Source: an optimization exercise on an open RTL-to-GDS flow (aim: small area and few clock cycles per item). Production flows keep margins and buffers that such runs may drop. Function was not checked in any run shown here: the RTL went through the layout flow alone.

## design/flow/config.mk

```make
export PLATFORM = sky130hd
export DESIGN_NAME = pot_average_motor_servo_setpoint
export DESIGN_NICKNAME = pot_average_motor_servo_setpoint
export VERILOG_FILES = /design/flow/design.v
export SDC_FILE = /design/flow/constraint.sdc
export NUM_CORES = 4
export LEC_CHECK = 0
export CAP_MARGIN = 20
export CORE_MARGIN = 2
export CORE_UTILIZATION = 50
export CTS_BUF_LIST = sky130_fd_sc_hd__clkbuf_8
export CTS_CLUSTER_SIZE = 40
export SLEW_MARGIN = 20
```

## design/flow/constraint.sdc

```tcl
create_clock -name core_clock -period 10.0 [get_ports {i_clk}]
set_input_delay 2.0000 -clock core_clock [delete_from_list [all_inputs] [get_ports {i_clk}]]
set_output_delay 2.0000 -clock core_clock [all_outputs]
set_load 0.01 [all_outputs]
```

## design/flow/design.v

```verilog
`default_nettype none
module pot_average_motor_servo_setpoint (
    input  wire         i_clk,
    input  wire         i_rst_n,
    input  wire         i_in_valid,
    output logic        o_in_stall,
    input  wire  [19:0] i_in_item,
    output logic        o_out_valid,
    input  wire         i_out_stall,
    output logic [56:0] o_out_item
);
    localparam int WINDOW = 10;
    logic [19:0] r_cell [WINDOW];
    logic [3:0]  r_fill;
    logic        full;
    logic [13:0] r_ssum, r_asum;
    logic        r_valid;
    logic        accept;
    logic [9:0]  old_s, old_a;
    assign o_in_stall  = r_valid && i_out_stall;
    assign accept      = i_in_valid && !o_in_stall;
    assign o_out_valid = r_valid;
    always_ff @(posedge i_clk) begin
        if (accept) begin
            r_cell[0] <= i_in_item;
            for (int i = 1; i < WINDOW; i++) r_cell[i] <= r_cell[i-1];
        end
    end
    assign full  = (r_fill == 4'(WINDOW));
    assign old_s = full ? r_cell[WINDOW-1][19:10] : 10'd0;
    assign old_a = full ? r_cell[WINDOW-1][9:0]   : 10'd0;
    always_ff @(posedge i_clk) begin
        if (!i_rst_n) begin
            r_fill  <= '0;
            r_ssum  <= '0;
            r_asum  <= '0;
            r_valid <= 1'b0;
        end else begin
            r_valid <= accept || (r_valid && i_out_stall);
            if (accept) begin
                if (!full) r_fill <= r_fill + 4'd1;
                r_ssum <= r_ssum + 14'(i_in_item[19:10]) - 14'(old_s);
                r_asum <= r_asum + 14'(i_in_item[9:0]) - 14'(old_a);
            end
        end
    end
    logic [7:0] speed;    
    logic [7:0] qa;
    logic ds_1;
    logic ds_2;
    logic ds_3;
    logic ds_4;
    logic ds_5;
    logic ds_6;
    logic ds_7;
    logic ds_8;
    logic ds_9;
    logic ds_10;
    logic ds_11;
    logic ds_12;
    logic ds_13;
    logic ds_14;
    logic ds_15;
    logic ds_16;
    logic ds_17;
    logic ds_18;
    logic ds_19;
    logic ds_20;
    logic ds_21;
    logic ds_22;
    logic ds_23;
    logic ds_24;
    logic ds_25;
    logic ds_26;
    logic ds_27;
    logic ds_28;
    logic ds_29;
    logic ds_30;
    logic ds_31;
    logic ds_32;
    logic ds_33;
    logic ds_34;
    logic ds_35;
    logic ds_36;
    logic ds_37;
    logic ds_38;
    logic ds_39;
    logic ds_40;
    logic ds_41;
    logic ds_42;
    logic ds_43;
    logic ds_44;
    logic ds_45;
    logic ds_46;
    logic ds_47;
    logic ds_48;
    logic ds_49;
    logic ds_50;
    logic ds_51;
    logic ds_52;
    logic ds_53;
    logic ds_54;
    logic ds_55;
    logic ds_56;
    logic ds_57;
    logic ds_58;
    logic ds_59;
    logic ds_60;
    logic ds_61;
    logic ds_62;
    logic ds_63;
    logic ds_64;
    logic ds_65;
    logic ds_66;
    logic ds_67;
    logic ds_68;
    logic ds_69;
    logic ds_70;
    logic ds_71;
    logic ds_72;
    logic ds_73;
    logic ds_74;
    logic ds_75;
    logic ds_76;
    logic ds_77;
    logic ds_78;
    logic ds_79;
    logic ds_80;
    logic ds_81;
    logic ds_82;
    logic ds_83;
    logic ds_84;
    logic ds_85;
    logic ds_86;
    logic ds_87;
    logic ds_88;
    logic ds_89;
    logic ds_90;
    logic ds_91;
    logic ds_92;
    logic ds_93;
    logic ds_94;
    logic ds_95;
    logic ds_96;
    logic ds_97;
    logic ds_98;
    logic ds_99;
    logic ds_100;
    logic ds_101;
    logic ds_102;
    logic ds_103;
    logic ds_104;
    logic ds_105;
    logic ds_106;
    logic ds_107;
    logic ds_108;
    logic ds_109;
    logic ds_110;
    logic ds_111;
    logic da_1;
    logic da_2;
    logic da_3;
    logic da_4;
    logic da_5;
    logic da_6;
    logic da_7;
    logic da_8;
    logic da_9;
    logic da_10;
    logic da_11;
    logic da_12;
    logic da_13;
    logic da_14;
    logic da_15;
    logic da_16;
    logic da_17;
    logic da_18;
    logic da_19;
    logic da_20;
    logic da_21;
    logic da_22;
    logic da_23;
    logic da_24;
    logic da_25;
    logic da_26;
    logic da_27;
    logic da_28;
    logic da_29;
    logic da_30;
    logic da_31;
    logic da_32;
    logic da_33;
    logic da_34;
    logic da_35;
    logic da_36;
    logic da_37;
    logic da_38;
    logic da_39;
    logic da_40;
    logic da_41;
    logic da_42;
    logic da_43;
    logic da_44;
    logic da_45;
    logic da_46;
    logic da_47;
    logic da_48;
    logic da_49;
    logic da_50;
    logic da_51;
    logic da_52;
    logic da_53;
    logic da_54;
    logic da_55;
    logic da_56;
    logic da_57;
    logic da_58;
    logic da_59;
    logic da_60;
    logic da_61;
    logic da_62;
    assign ds_1 = r_ssum[7] ^ r_ssum[4] ^ ~r_ssum[2];
    assign ds_2 = (r_ssum[7] & r_ssum[4]) | (r_ssum[7] & ~r_ssum[2]) | (r_ssum[4] & ~r_ssum[2]);
    assign ds_3 = r_ssum[8] ^ r_ssum[5] ^ ~r_ssum[12];
    assign ds_4 = (r_ssum[8] & r_ssum[5]) | (r_ssum[8] & ~r_ssum[12]) | (r_ssum[5] & ~r_ssum[12]);
    assign ds_5 = r_ssum[9] ^ r_ssum[6] ^ r_ssum[0];
    assign ds_6 = (r_ssum[9] & r_ssum[6]) | (r_ssum[9] & r_ssum[0]) | (r_ssum[6] & r_ssum[0]);
    assign ds_7 = r_ssum[10] ^ r_ssum[7] ^ r_ssum[1];
    assign ds_8 = (r_ssum[10] & r_ssum[7]) | (r_ssum[10] & r_ssum[1]) | (r_ssum[7] & r_ssum[1]);
    assign ds_9 = r_ssum[11] ^ r_ssum[8] ^ r_ssum[2];
    assign ds_10 = (r_ssum[11] & r_ssum[8]) | (r_ssum[11] & r_ssum[2]) | (r_ssum[8] & r_ssum[2]);
    assign ds_11 = r_ssum[0] ^ ~r_ssum[6] ^ 1'b1;
    assign ds_12 = (r_ssum[0] & ~r_ssum[6]) | (r_ssum[0] & 1'b1) | (~r_ssum[6] & 1'b1);
    assign ds_13 = r_ssum[12] ^ r_ssum[9] ^ r_ssum[3];
    assign ds_14 = (r_ssum[12] & r_ssum[9]) | (r_ssum[12] & r_ssum[3]) | (r_ssum[9] & r_ssum[3]);
    assign ds_15 = r_ssum[1] ^ ~r_ssum[7] ^ 1'b1;
    assign ds_16 = (r_ssum[1] & ~r_ssum[7]) | (r_ssum[1] & 1'b1) | (~r_ssum[7] & 1'b1);
    assign ds_17 = r_ssum[13] ^ r_ssum[10] ^ r_ssum[4];
    assign ds_18 = (r_ssum[13] & r_ssum[10]) | (r_ssum[13] & r_ssum[4]) | (r_ssum[10] & r_ssum[4]);
    assign ds_19 = r_ssum[2] ^ ~r_ssum[8] ^ 1'b1;
    assign ds_20 = (r_ssum[2] & ~r_ssum[8]) | (r_ssum[2] & 1'b1) | (~r_ssum[8] & 1'b1);
    assign ds_21 = r_ssum[11] ^ r_ssum[5] ^ r_ssum[3];
    assign ds_22 = (r_ssum[11] & r_ssum[5]) | (r_ssum[11] & r_ssum[3]) | (r_ssum[5] & r_ssum[3]);
    assign ds_23 = r_ssum[12] ^ r_ssum[6] ^ r_ssum[4];
    assign ds_24 = (r_ssum[12] & r_ssum[6]) | (r_ssum[12] & r_ssum[4]) | (r_ssum[6] & r_ssum[4]);
    assign ds_25 = r_ssum[13] ^ r_ssum[7] ^ r_ssum[5];
    assign ds_26 = (r_ssum[13] & r_ssum[7]) | (r_ssum[13] & r_ssum[5]) | (r_ssum[7] & r_ssum[5]);
    assign ds_27 = r_ssum[8] ^ r_ssum[6] ^ ~r_ssum[12];
    assign ds_28 = (r_ssum[8] & r_ssum[6]) | (r_ssum[8] & ~r_ssum[12]) | (r_ssum[6] & ~r_ssum[12]);
    assign ds_29 = r_ssum[9] ^ r_ssum[7] ^ ~r_ssum[13];
    assign ds_30 = (r_ssum[9] & r_ssum[7]) | (r_ssum[9] & ~r_ssum[13]) | (r_ssum[7] & ~r_ssum[13]);
    assign ds_31 = r_ssum[11] ^ r_ssum[9] ^ 1'b1;
    assign ds_32 = (r_ssum[11] & r_ssum[9]) | (r_ssum[11] & 1'b1) | (r_ssum[9] & 1'b1);
    assign ds_33 = r_ssum[12] ^ r_ssum[10] ^ 1'b1;
    assign ds_34 = (r_ssum[12] & r_ssum[10]) | (r_ssum[12] & 1'b1) | (r_ssum[10] & 1'b1);
    assign ds_35 = ds_2 ^ ds_3 ^ ~r_ssum[3];
    assign ds_36 = (ds_2 & ds_3) | (ds_2 & ~r_ssum[3]) | (ds_3 & ~r_ssum[3]);
    assign ds_37 = ds_4 ^ ds_5 ^ ~r_ssum[13];
    assign ds_38 = (ds_4 & ds_5) | (ds_4 & ~r_ssum[13]) | (ds_5 & ~r_ssum[13]);
    assign ds_39 = ds_6 ^ ds_7 ^ ~r_ssum[5];
    assign ds_40 = (ds_6 & ds_7) | (ds_6 & ~r_ssum[5]) | (ds_7 & ~r_ssum[5]);
    assign ds_41 = ds_8 ^ ds_9 ^ ds_11;
    assign ds_42 = (ds_8 & ds_9) | (ds_8 & ds_11) | (ds_9 & ds_11);
    assign ds_43 = ds_10 ^ ds_12 ^ ds_13;
    assign ds_44 = (ds_10 & ds_12) | (ds_10 & ds_13) | (ds_12 & ds_13);
    assign ds_45 = ds_14 ^ ds_16 ^ ds_17;
    assign ds_46 = (ds_14 & ds_16) | (ds_14 & ds_17) | (ds_16 & ds_17);
    assign ds_47 = ds_18 ^ ds_20 ^ ds_21;
    assign ds_48 = (ds_18 & ds_20) | (ds_18 & ds_21) | (ds_20 & ds_21);
    assign ds_49 = ds_22 ^ ds_23 ^ ~r_ssum[10];
    assign ds_50 = (ds_22 & ds_23) | (ds_22 & ~r_ssum[10]) | (ds_23 & ~r_ssum[10]);
    assign ds_51 = ds_24 ^ ds_25 ^ ~r_ssum[11];
    assign ds_52 = (ds_24 & ds_25) | (ds_24 & ~r_ssum[11]) | (ds_25 & ~r_ssum[11]);
    assign ds_53 = ds_30 ^ r_ssum[10] ^ r_ssum[8];
    assign ds_54 = (ds_30 & r_ssum[10]) | (ds_30 & r_ssum[8]) | (r_ssum[10] & r_ssum[8]);
    assign ds_55 = ds_34 ^ r_ssum[13] ^ r_ssum[11];
    assign ds_56 = (ds_34 & r_ssum[13]) | (ds_34 & r_ssum[11]) | (r_ssum[13] & r_ssum[11]);
    assign ds_57 = ds_36 ^ ds_37 ^ ~r_ssum[4];
    assign ds_58 = (ds_36 & ds_37) | (ds_36 & ~r_ssum[4]) | (ds_37 & ~r_ssum[4]);
    assign ds_59 = ds_38 ^ ds_39 ^ 1'b1;
    assign ds_60 = (ds_38 & ds_39) | (ds_38 & 1'b1) | (ds_39 & 1'b1);
    assign ds_61 = ds_42 ^ ds_43 ^ ds_15;
    assign ds_62 = (ds_42 & ds_43) | (ds_42 & ds_15) | (ds_43 & ds_15);
    assign ds_63 = ds_44 ^ ds_45 ^ ds_19;
    assign ds_64 = (ds_44 & ds_45) | (ds_44 & ds_19) | (ds_45 & ds_19);
    assign ds_65 = ds_46 ^ ds_47 ^ ~r_ssum[9];
    assign ds_66 = (ds_46 & ds_47) | (ds_46 & ~r_ssum[9]) | (ds_47 & ~r_ssum[9]);
    assign ds_67 = ds_48 ^ ds_49 ^ 1'b1;
    assign ds_68 = (ds_48 & ds_49) | (ds_48 & 1'b1) | (ds_49 & 1'b1);
    assign ds_69 = ds_50 ^ ds_51 ^ 1'b1;
    assign ds_70 = (ds_50 & ds_51) | (ds_50 & 1'b1) | (ds_51 & 1'b1);
    assign ds_71 = ds_52 ^ ds_26 ^ ds_27;
    assign ds_72 = (ds_52 & ds_26) | (ds_52 & ds_27) | (ds_26 & ds_27);
    assign ds_73 = ds_60 ^ ds_40 ^ ds_41;
    assign ds_74 = (ds_60 & ds_40) | (ds_60 & ds_41) | (ds_40 & ds_41);
    assign ds_75 = ds_64 ^ ds_65 ^ 1'b1;
    assign ds_76 = (ds_64 & ds_65) | (ds_64 & 1'b1) | (ds_65 & 1'b1);
    assign ds_77 = ds_72 ^ ds_28 ^ ds_29;
    assign ds_78 = (ds_72 & ds_28) | (ds_72 & ds_29) | (ds_28 & ds_29);
    assign ds_79 = ds_76 ^ ds_66 ^ ds_67;
    assign ds_80 = (ds_76 & ds_66) | (ds_76 & ds_67) | (ds_66 & ds_67);
    assign ds_81 = ds_80 ^ ds_68 ^ ds_69;
    assign ds_82 = (ds_80 & ds_68) | (ds_80 & ds_69) | (ds_68 & ds_69);
    assign ds_83 = ds_82 ^ ds_70 ^ ds_71;
    assign ds_84 = (ds_82 & ds_70) | (ds_82 & ds_71) | (ds_70 & ds_71);
    assign ds_85 = ~r_ssum[1] & 1'b1;
    assign ds_86 = (ds_1 & 1'b1) | (ds_1 & ds_85) | (1'b1 & ds_85);
    assign ds_87 = (ds_35 & 1'b1) | (ds_35 & ds_86) | (1'b1 & ds_86);
    assign ds_88 = ds_57 & ds_87;
    assign ds_89 = (ds_58 & ds_59) | (ds_58 & ds_88) | (ds_59 & ds_88);
    assign ds_90 = ds_73 & ds_89;
    assign ds_91 = (ds_74 & ds_61) | (ds_74 & ds_90) | (ds_61 & ds_90);
    assign ds_92 = (ds_62 & ds_63) | (ds_62 & ds_91) | (ds_63 & ds_91);
    assign ds_93 = ds_75 & ds_92;
    assign ds_94 = ds_79 & ds_93;
    assign ds_95 = ds_81 & ds_94;
    assign ds_96 = ds_83 ^ ds_95;
    assign ds_97 = ds_83 & ds_95;
    assign ds_98 = ds_84 ^ ds_77 ^ ds_97;
    assign ds_99 = (ds_84 & ds_77) | (ds_84 & ds_97) | (ds_77 & ds_97);
    assign ds_100 = ds_78 ^ ds_53 ^ ds_99;
    assign ds_101 = (ds_78 & ds_53) | (ds_78 & ds_99) | (ds_53 & ds_99);
    assign ds_102 = ds_54 ^ ds_31 ^ ds_101;
    assign ds_103 = (ds_54 & ds_31) | (ds_54 & ds_101) | (ds_31 & ds_101);
    assign ds_104 = ds_32 ^ ds_33 ^ ds_103;
    assign ds_105 = (ds_32 & ds_33) | (ds_32 & ds_103) | (ds_33 & ds_103);
    assign ds_106 = ds_55 ^ ds_105;
    assign ds_107 = ds_55 & ds_105;
    assign ds_108 = ds_56 ^ r_ssum[12] ^ ds_107;
    assign ds_109 = (ds_56 & r_ssum[12]) | (ds_56 & ds_107) | (r_ssum[12] & ds_107);
    assign ds_110 = r_ssum[13] ^ 1'b1 ^ ds_109;
    assign ds_111 = (r_ssum[13] & 1'b1) | (r_ssum[13] & ds_109) | (1'b1 & ds_109);
    assign da_1 = r_asum[10] ^ r_asum[7] ^ r_asum[0];
    assign da_2 = (r_asum[10] & r_asum[7]) | (r_asum[10] & r_asum[0]) | (r_asum[7] & r_asum[0]);
    assign da_3 = r_asum[11] ^ r_asum[8] ^ r_asum[1];
    assign da_4 = (r_asum[11] & r_asum[8]) | (r_asum[11] & r_asum[1]) | (r_asum[8] & r_asum[1]);
    assign da_5 = r_asum[12] ^ r_asum[9] ^ r_asum[2];
    assign da_6 = (r_asum[12] & r_asum[9]) | (r_asum[12] & r_asum[2]) | (r_asum[9] & r_asum[2]);
    assign da_7 = r_asum[13] ^ r_asum[10] ^ r_asum[3];
    assign da_8 = (r_asum[13] & r_asum[10]) | (r_asum[13] & r_asum[3]) | (r_asum[10] & r_asum[3]);
    assign da_9 = r_asum[11] ^ r_asum[4] ^ r_asum[1];
    assign da_10 = (r_asum[11] & r_asum[4]) | (r_asum[11] & r_asum[1]) | (r_asum[4] & r_asum[1]);
    assign da_11 = r_asum[12] ^ r_asum[5] ^ r_asum[2];
    assign da_12 = (r_asum[12] & r_asum[5]) | (r_asum[12] & r_asum[2]) | (r_asum[5] & r_asum[2]);
    assign da_13 = r_asum[13] ^ r_asum[6] ^ r_asum[3];
    assign da_14 = (r_asum[13] & r_asum[6]) | (r_asum[13] & r_asum[3]) | (r_asum[6] & r_asum[3]);
    assign da_15 = da_6 ^ da_7 ^ r_asum[0];
    assign da_16 = (da_6 & da_7) | (da_6 & r_asum[0]) | (da_7 & r_asum[0]);
    assign da_17 = da_14 ^ r_asum[7] ^ r_asum[4];
    assign da_18 = (da_14 & r_asum[7]) | (da_14 & r_asum[4]) | (r_asum[7] & r_asum[4]);
    assign da_19 = da_16 ^ da_8 ^ da_9;
    assign da_20 = (da_16 & da_8) | (da_16 & da_9) | (da_8 & da_9);
    assign da_21 = da_18 ^ r_asum[8] ^ r_asum[5];
    assign da_22 = (da_18 & r_asum[8]) | (da_18 & r_asum[5]) | (r_asum[8] & r_asum[5]);
    assign da_23 = da_20 ^ da_10 ^ da_11;
    assign da_24 = (da_20 & da_10) | (da_20 & da_11) | (da_10 & da_11);
    assign da_25 = da_22 ^ r_asum[9] ^ r_asum[6];
    assign da_26 = (da_22 & r_asum[9]) | (da_22 & r_asum[6]) | (r_asum[9] & r_asum[6]);
    assign da_27 = da_24 ^ da_12 ^ da_13;
    assign da_28 = (da_24 & da_12) | (da_24 & da_13) | (da_12 & da_13);
    assign da_29 = da_26 ^ r_asum[10] ^ r_asum[7];
    assign da_30 = (da_26 & r_asum[10]) | (da_26 & r_asum[7]) | (r_asum[10] & r_asum[7]);
    assign da_31 = da_30 ^ r_asum[11] ^ r_asum[8];
    assign da_32 = (da_30 & r_asum[11]) | (da_30 & r_asum[8]) | (r_asum[11] & r_asum[8]);
    assign da_33 = da_32 ^ r_asum[12] ^ r_asum[9];
    assign da_34 = (da_32 & r_asum[12]) | (da_32 & r_asum[9]) | (r_asum[12] & r_asum[9]);
    assign da_35 = da_34 ^ r_asum[13] ^ r_asum[10];
    assign da_36 = (da_34 & r_asum[13]) | (da_34 & r_asum[10]) | (r_asum[13] & r_asum[10]);
    assign da_37 = r_asum[6] & 1'b1;
    assign da_38 = (da_1 & 1'b1) | (da_1 & da_37) | (1'b1 & da_37);
    assign da_39 = (da_2 & da_3) | (da_2 & da_38) | (da_3 & da_38);
    assign da_40 = (da_4 & da_5) | (da_4 & da_39) | (da_5 & da_39);
    assign da_41 = da_15 & da_40;
    assign da_42 = da_19 & da_41;
    assign da_43 = da_23 & da_42;
    assign da_44 = da_27 & da_43;
    assign da_45 = (da_28 & da_17) | (da_28 & da_44) | (da_17 & da_44);
    assign da_46 = da_21 & da_45;
    assign da_47 = da_25 ^ da_46;
    assign da_48 = da_25 & da_46;
    assign da_49 = da_29 ^ da_48;
    assign da_50 = da_29 & da_48;
    assign da_51 = da_31 ^ da_50;
    assign da_52 = da_31 & da_50;
    assign da_53 = da_33 ^ da_52;
    assign da_54 = da_33 & da_52;
    assign da_55 = da_35 ^ da_54;
    assign da_56 = da_35 & da_54;
    assign da_57 = da_36 ^ r_asum[11] ^ da_56;
    assign da_58 = (da_36 & r_asum[11]) | (da_36 & da_56) | (r_asum[11] & da_56);
    assign da_59 = r_asum[12] ^ da_58;
    assign da_60 = r_asum[12] & da_58;
    assign da_61 = r_asum[13] ^ da_60;
    assign da_62 = r_asum[13] & da_60;
    assign speed = {ds_110, ds_108, ds_106, ds_104, ds_102, ds_100, ds_98, ds_96};
    assign qa    = {da_61, da_59, da_57, da_55, da_53, da_51, da_49, da_47};
    logic [6:0] smag;
    assign smag = speed[7] ? 7'(-speed) : speed[6:0];
    assign o_out_item[56:49] = speed;
    assign o_out_item[48:42] = smag;
    assign o_out_item[41:34] = qa - 8'd90;
    assign o_out_item[33:26] = qa;
    assign o_out_item[25]    = !speed[7] && (speed != 8'd0);
    assign o_out_item[24]    = speed[7];
    assign o_out_item[23:13] = 11'(smag * 11'd20) - 11'(smag != 7'd0);
    assign o_out_item[12:0]  = 13'(qa) * 13'd25 + 13'd1500;
endmodule
`default_nettype wire
```

## design/flow/run.sh

```bash
#!/bin/bash
# synth_recipe.tcl (not shown) runs the flow's synth.tcl, then flattens the netlist and writes it again
# the make line also repeats each setting of config.mk as NAME=value (left out here)
make -C /OpenROAD-flow-scripts/flow DESIGN_CONFIG=/design/flow/config.mk WORK_HOME=/design/flow/orfs CLKGATE_MAP_FILE= SYNTH_SCRIPT=/design/flow/synth_recipe.tcl finish
```

==> results of run 1 <==
placed cells by master, fill, tap and decap left out, drive strengths merged, types with 3 or more instances in the layout:
master / count
edfxtp: 200
inv: 190
ha: 89
fa: 83
clkdlybuf4s50: 71
buf: 53
nand2: 48
clkbuf: 43
nor2: 39
a21oi: 37
dfxtp: 33
xnor2: 26
o21ai: 23
nand3: 23
and2: 20
clkinv: 18
a21o: 14
xor2: 14
nor3: 13
a211oi: 11
nor2b: 10
o21a: 8
o211ai: 6
nand4b: 4
and3: 4
nand4: 4
o31a: 4
nand3b: 4
nor4: 4
bufinv: 4
o41a: 3
nand2b: 3
dlygate4sd2: 3
dlymetal6s2s: 3
o2111ai: 3
or2: 3
mux2i: 3
sequential cells by signal (all words and copies together), names as in the netlist:
| signal | cells |
|---|---|
| r_fill | 4 |
| r_valid | 1 |
| r_cell | 200 |
| r_asum | 14 |
| r_ssum | 14 |
timing repair:
| item | 4_1_cts | 5_1_grt |
|---|---|---|
| endpoints found under the setup margin | 11 | 14 |
| buffers inserted | 12 | 0 |
| cloned | 0 | 0 |
| gates resized for setup | 57 | 17 |
| pin swaps | 29 | 18 |
| hold buffers | 0 | 0 |
kinds of logic (layout without fill, tap and decap cells):
logic type / Yosys count / in the layout / synth area share
flip-flops: 233 / 233 / 0.528
AND/OR/NAND/NOR: 189 / 189 / 0.0764
multiplexers: 3 / 3 / 0.00337
buffers and inverters: 222 / 386 / 0.0734
adder cells (fa/ha/maj): 174 / 174 / 0.221
XOR/XNOR: 40 / 40 / 0.0292
AO/OA/AOI/OAI: 130 / 130 / 0.0687
final timing paths:
kind | startpoint | endpoint | slack (ns) | cells after the start
setup / recovery | r_ssum[3] | o_out_item[22] | 0.13 | 37
hold / removal | r_cell[8][1] | r_cell[9][1] | 0.41 | 0
setup reg to reg | r_fill[0] | r_ssum[10] | 6.23 | 12
hold reg to reg | r_cell[8][1] | r_cell[9][1] | 0.41 | 0
metal layers:
metal / vias up / wire, um / global-route usage
met4: 0 / 407 / 0.0507
met1: 3504 / 11000 / 0.264
met5: - / 0 / 0
met3: 34 / 938 / 0.0326
li1: 3636 / - / -
met2: 134 / 9480 / 0.248
critical path: cells and delay by family, from the launching register on:
family,cells,cell delay [ns]
buffers and inverters,13,0.87
and+or+nand+nor,2,0.26
adders and majority gates,17,5.11
muxes,1,0.23
xor gates and xnor gates,3,0.45
AOI/OAI and AO/OA,1,0.08
DFF,1,0.33
final cells by class:
cell class              count  area, um2  share of cell area
multi-input cells         536       5220               0.348
clock buffers              42        578              0.0386
clock inverters            30        245              0.0164
repair buffers            131       1170              0.0781
flip-flops and latches    233       6670               0.445
inverters                 183        697              0.0465
well taps                 330        413              0.0275
stage by stage:
step | utilization | cells | setup WS (ns)
global placement | 0.558 | 1402 | -0.175
global route | 0.601 | 1485 | -0.289
detailed placement | 0.558 | 1402 | -0.300
finish | 0.601 | 1485 | 0.126
floorplan | - | 991 | 0.181
CTS | 0.599 | 1486 | -0.0751
==> flow_summary.ini, run 1 <==
[outcome]
status = finished clean

[logic_synthesis]
synth_top_area_share = 0.475
yosys.cell_types.count = 64
syn_nets = 1187
ys.flop_type = edfxtp_1
yosys_warnings = 2
ys_ff_latch = 233
synth_area_leaders = edfxtp_1, fa_1, ha_1, inv_1, dfxtp_1
syn_area_per_cell_um2 = 12.7
synth_top_area_cell = edfxtp_1
yosys-top-cells-count = edfxtp_1, inv_1, ha_1
syn_inst = 991
synth.most_common_cell = edfxtp_1
async_flop_share = 0
synth_edf_count = 200
netlist_area_um2 = 12600
ys_seq_area_frac = 0.528

[sta]
hold_viol_final = 0
maxSlewViolCount = 0
slew-limit-headroom = 0.319
worstMarginPinSlew_ns = 1.02
fmax_ghz = 0.101
rsz0062_at_grt = true
tns_ns = 0
fin_worst_skew_ns = 0.0167
setup_viol = 0
final.min_clock_period_ns = 9.87
finalCritPeriodShare = 0.987
whs_ns = 0.409

[detailed_routing]
wl_per_cell_um = 14.7
wl_mm = 21.8
ant_nets = 0
first_pass_iters = 5
routed_via_density = 4.92
drc_errors = 0
drtIter0Drc = 371
dr_total_vias = 7308

[layout]
diodes = 0
drive_gt1_frac = 0.142
fillCellCount = 2053
design_area_um2 = 15000
syn2layout_area_growth_pct = 18.7
fin_nets = 1321

[setup_path]
crit_required_ns = 8.00
endpoint_kind = primary output
cp_slowest_cell = fa_1
crit_top_cell = fa_2
path_class = flop to primary output
start_kind = flop
crit_fanout = 4
max_stage_delay_ns = 0.53
arrival_ns = 7.87

[grt]
grt_pass1_wl_mm = 36.1
grt_overflow = 0
grt_start_max_net_pins = 140
antenna_found_initial = 0
grt_pass1_vias = 7167
grt_usage = 0.171

[floorplan]
die_w_um = 163
row_count = 58
core_um2 = 25000
ios = 83
chipHeight_um = 163
initial_core_util = 0.506
dieArea_um2 = 26600

[clocking]
clkSlewWorstSetupHoldPaths_ns = 0.06
clk_latency_ns = 0.54
numCtsBuffers = 40
htreeDepth = 2
tritoncts = built
cts.sinks = 233
clock_path_buffers = 3
root_buffer = clkbuf_8

[place]
portBuffers = 82
gp_congestion = 0.822
postPlaceCellArea_um2 = 13900
dp_hpwl_mm = 15.4

[worst_hold_path]
hp-class = flop to flop

[run]
max_cap_violations = 0
==> inputs of run 2 (changes only) <==
--- a/design/flow/config.mk
+++ b/design/flow/config.mk
@@ -7,7 +7,7 @@
 export LEC_CHECK = 0
 export CAP_MARGIN = 20
 export CORE_MARGIN = 2
-export CORE_UTILIZATION = 50
-export CTS_BUF_LIST = sky130_fd_sc_hd__clkbuf_8
-export CTS_CLUSTER_SIZE = 40
+export CORE_UTILIZATION = 60
+export CTS_BUF_LIST = sky130_fd_sc_hd__clkbuf_4
+export CTS_CLUSTER_SIZE = 30
 export SLEW_MARGIN = 20
==> flow_summary.ini, run 2 <==
[logic_synthesis]
yosys.cell_types.count = 64
synth_top_area_cell = edfxtp_1
syn_inst = 991
async_flop_share = 0
ys_ff_latch = 233
synthSimpleGateAreaFrac = 0.0764
yosys.area_share.adder = 0.221
synth_top_family_by_area = adder cells
synth_mux_area_frac = 0.00337
synth.most_common_cell = edfxtp_1
yosys-top-cells-count = edfxtp_1, inv_1, ha_1
syn_area_per_cell_um2 = 12.7
synth_edf_count = 200
yosys_warnings = 2
ys_seq_area_frac = 0.528
ys.flop_type = edfxtp_1
synth_top_area_share = 0.475
netlist_area_um2 = 12600
syn_nets = 1187
synth_xor_area_frac = 0.0292
synth_area_leaders = edfxtp_1, fa_1, ha_1, inv_1, dfxtp_1
synth_compound_area_frac = 0.0687

[layout]
reg_top3 = r_cell x200, r_asum x14, r_ssum x14
largest_register = r_cell
fin_util = 0.722
fillCellCount = 1481
final_common_cell = edfxtp_1
fin_nets = 1339
drive_gt1_frac = 0.186
layout_common_cells = edfxtp_1, inv_1, clkbuf_4
design_area_um2 = 15000
largest_reg_flops = 200
syn2layout_area_growth_pct = 19.1

[detailed_routing]
dr_total_vias = 7574
routed_via_density = 5.16
first_pass_iters = 5
wl_mm = 22.1
drc_errors = 0
wl_per_cell_um = 15.0
drtIter0Drc = 338
ant_nets = 0

[run]
max_cap_violations = 0

[grt]
grt_pass1_wl_mm = 36.0
grt_pass1_vias = 7416
grt_start_max_net_pins = 168
antenna_found_initial = 1
grt_usage = 0.203
grt_overflow = 0

[setup_path]
critPathTopFamily = adder cells
cp_num_buf_inv = 10
arrival_ns = 8.09
crit_fanout = 4
path_class = flop to primary output
max_stage_delay_ns = 0.55
endpoint_kind = primary output
crit_required_ns = 8.00
cp_slowest_cell = fa_1
crit_top_cell = fa_2
start_kind = flop

[clocking]
root_buffer = clkbuf_4
tritoncts = built
cts.sinks = 233
clk_latency_ns = 0.67
clock_path_buffers = 3
clkSlewWorstSetupHoldPaths_ns = 0.08
htreeDepth = 2
numCtsBuffers = 57

[outcome]
so_faults = negative setup slack
status = finished with violations

[place]
postPlaceCellArea_um2 = 13800
portBuffers = 82
gp_congestion = 0.872
dp_hpwl_mm = 15.2

[floorplan]
die_w_um = 149
dieArea_um2 = 22200
initial_core_util = 0.607
chipHeight_um = 149
core_um2 = 20800
ios = 83
row_count = 53

[sta]
fin_ws_ns = -0.0881
fmax_ghz = 0.0991
maxSlewViolCount = 0
setup_viol = 2
worstMarginPinSlew_ns = 1.03
fin_worst_skew_ns = 0.0344
finalCritPeriodShare = 1.01
final.min_clock_period_ns = 10.09
rsz0062_at_grt = true
slew-limit-headroom = 0.313
hold_viol_final = 0

[worst_hold_path]
hp-class = flop to flop

[power]
run 2: worst paths after layout:
kind / slack [ns] / endpoint / startpoint / depth (start not counted)
max: -0.09 / o_out_item[23] / r_ssum[3] / 35
min: 0.40 / r_cell[2][18] / r_cell[1][18] / 0
max reg2reg: 6.22 / r_ssum[10] / r_fill[0] / 12
min reg2reg: 0.40 / r_cell[2][18] / r_cell[1][18] / 0
run 2: kinds of logic after synthesis:
| group | after synthesis |
|---|---|
| mux | 3 |
| buf+inv | 222 |
| simple gates | 189 |
| compound gates | 130 |
| flops | 233 |
| fa+ha+maj | 174 |
| xor+xnor | 40 |
run 2: per-layer routing:
metal,share of wire,GRT usage,vias to the layer above
met4,0.012,0.0586,0
met5,0,0,-
li1,-,-,3712
met2,0.46,0.306,194
met3,0.052,0.0425,22
met1,0.48,0.304,3646
run 2: worst reg2reg max path, delay by kind of cell (launching register included):
kind	cells	cell delay (ns)
AO/OA/AOI/OAI	4	0.96
adder cells (fa/ha/maj)	3	1.08
buffers and inverters	1	0.07
flip-flops	1	0.35
AND/OR/NAND/NOR	4	1.27
run 2: repair_timing:
action	4_1_cts	5_1_grt
gates cloned	0	0
resized for setup	70	37
hold buffers	0	0
buffers inserted	10	6
pin swaps	34	33
endpoints found under the setup margin	16	14
run 2: area by class of cell:
class | instances | area (um2) | share of cell area
timing repair buffer | 132 | 1190 | 0.0790
multi-input combinational | 536 | 5360 | 0.356
inverter | 183 | 697 | 0.0463
clock buffer | 90 | 676 | 0.0449
clock inverter | 17 | 104 | 0.00690
sequential | 233 | 6670 | 0.444
tap | 275 | 344 | 0.0229
antenna | 1 | 2.50 | 0.000166
run 2: stage by stage:
step / setup WS (ns) / setup TNS, ns / std cells / hold slack, ns
floorplan: 0.181 / 0 / 991 / 0.400
global placement: -0.165 / -0.380 / 1345 / 0.401
detailed placement: -0.304 / -0.964 / 1345 / 0.405
CTS: -0.310 / -0.828 / 1461 / 0.405
global route: -0.481 / -1.55 / 1467 / 0.414
finish: -0.0881 / -0.136 / 1467 / 0.396

-- port drivers added, routing unchanged --
Ports are ideal in the flow. The routed layouts listed here were re-timed in OpenROAD. Step 1: set_driving_cell puts a clkbuf_16 on i_clk and a buf_2 on each other input, an assumption about the parent block. Step 2 times the ports against the registers' clock, not the clock port: input delays grow and output delays shrink by t, the midpoint of the rising clock arrivals with the driver on. a / b / c = ideal ports / drivers / drivers and shift; a / b = the first two.
run | t, ns | slack for setup (ns) | clock arrival spread, ns | worst register clock-pin slew, ns | cell pins on the clock port's net
run 1 | 0.570 | 0.126 / 0.084 / 0.654 | 0.017 / 0.017 | 0.06 / 0.06 | 1
run 2 | 0.694 | -0.088 / -0.130 / 0.564 | 0.036 / 0.036 | 0.08 / 0.08 | 1
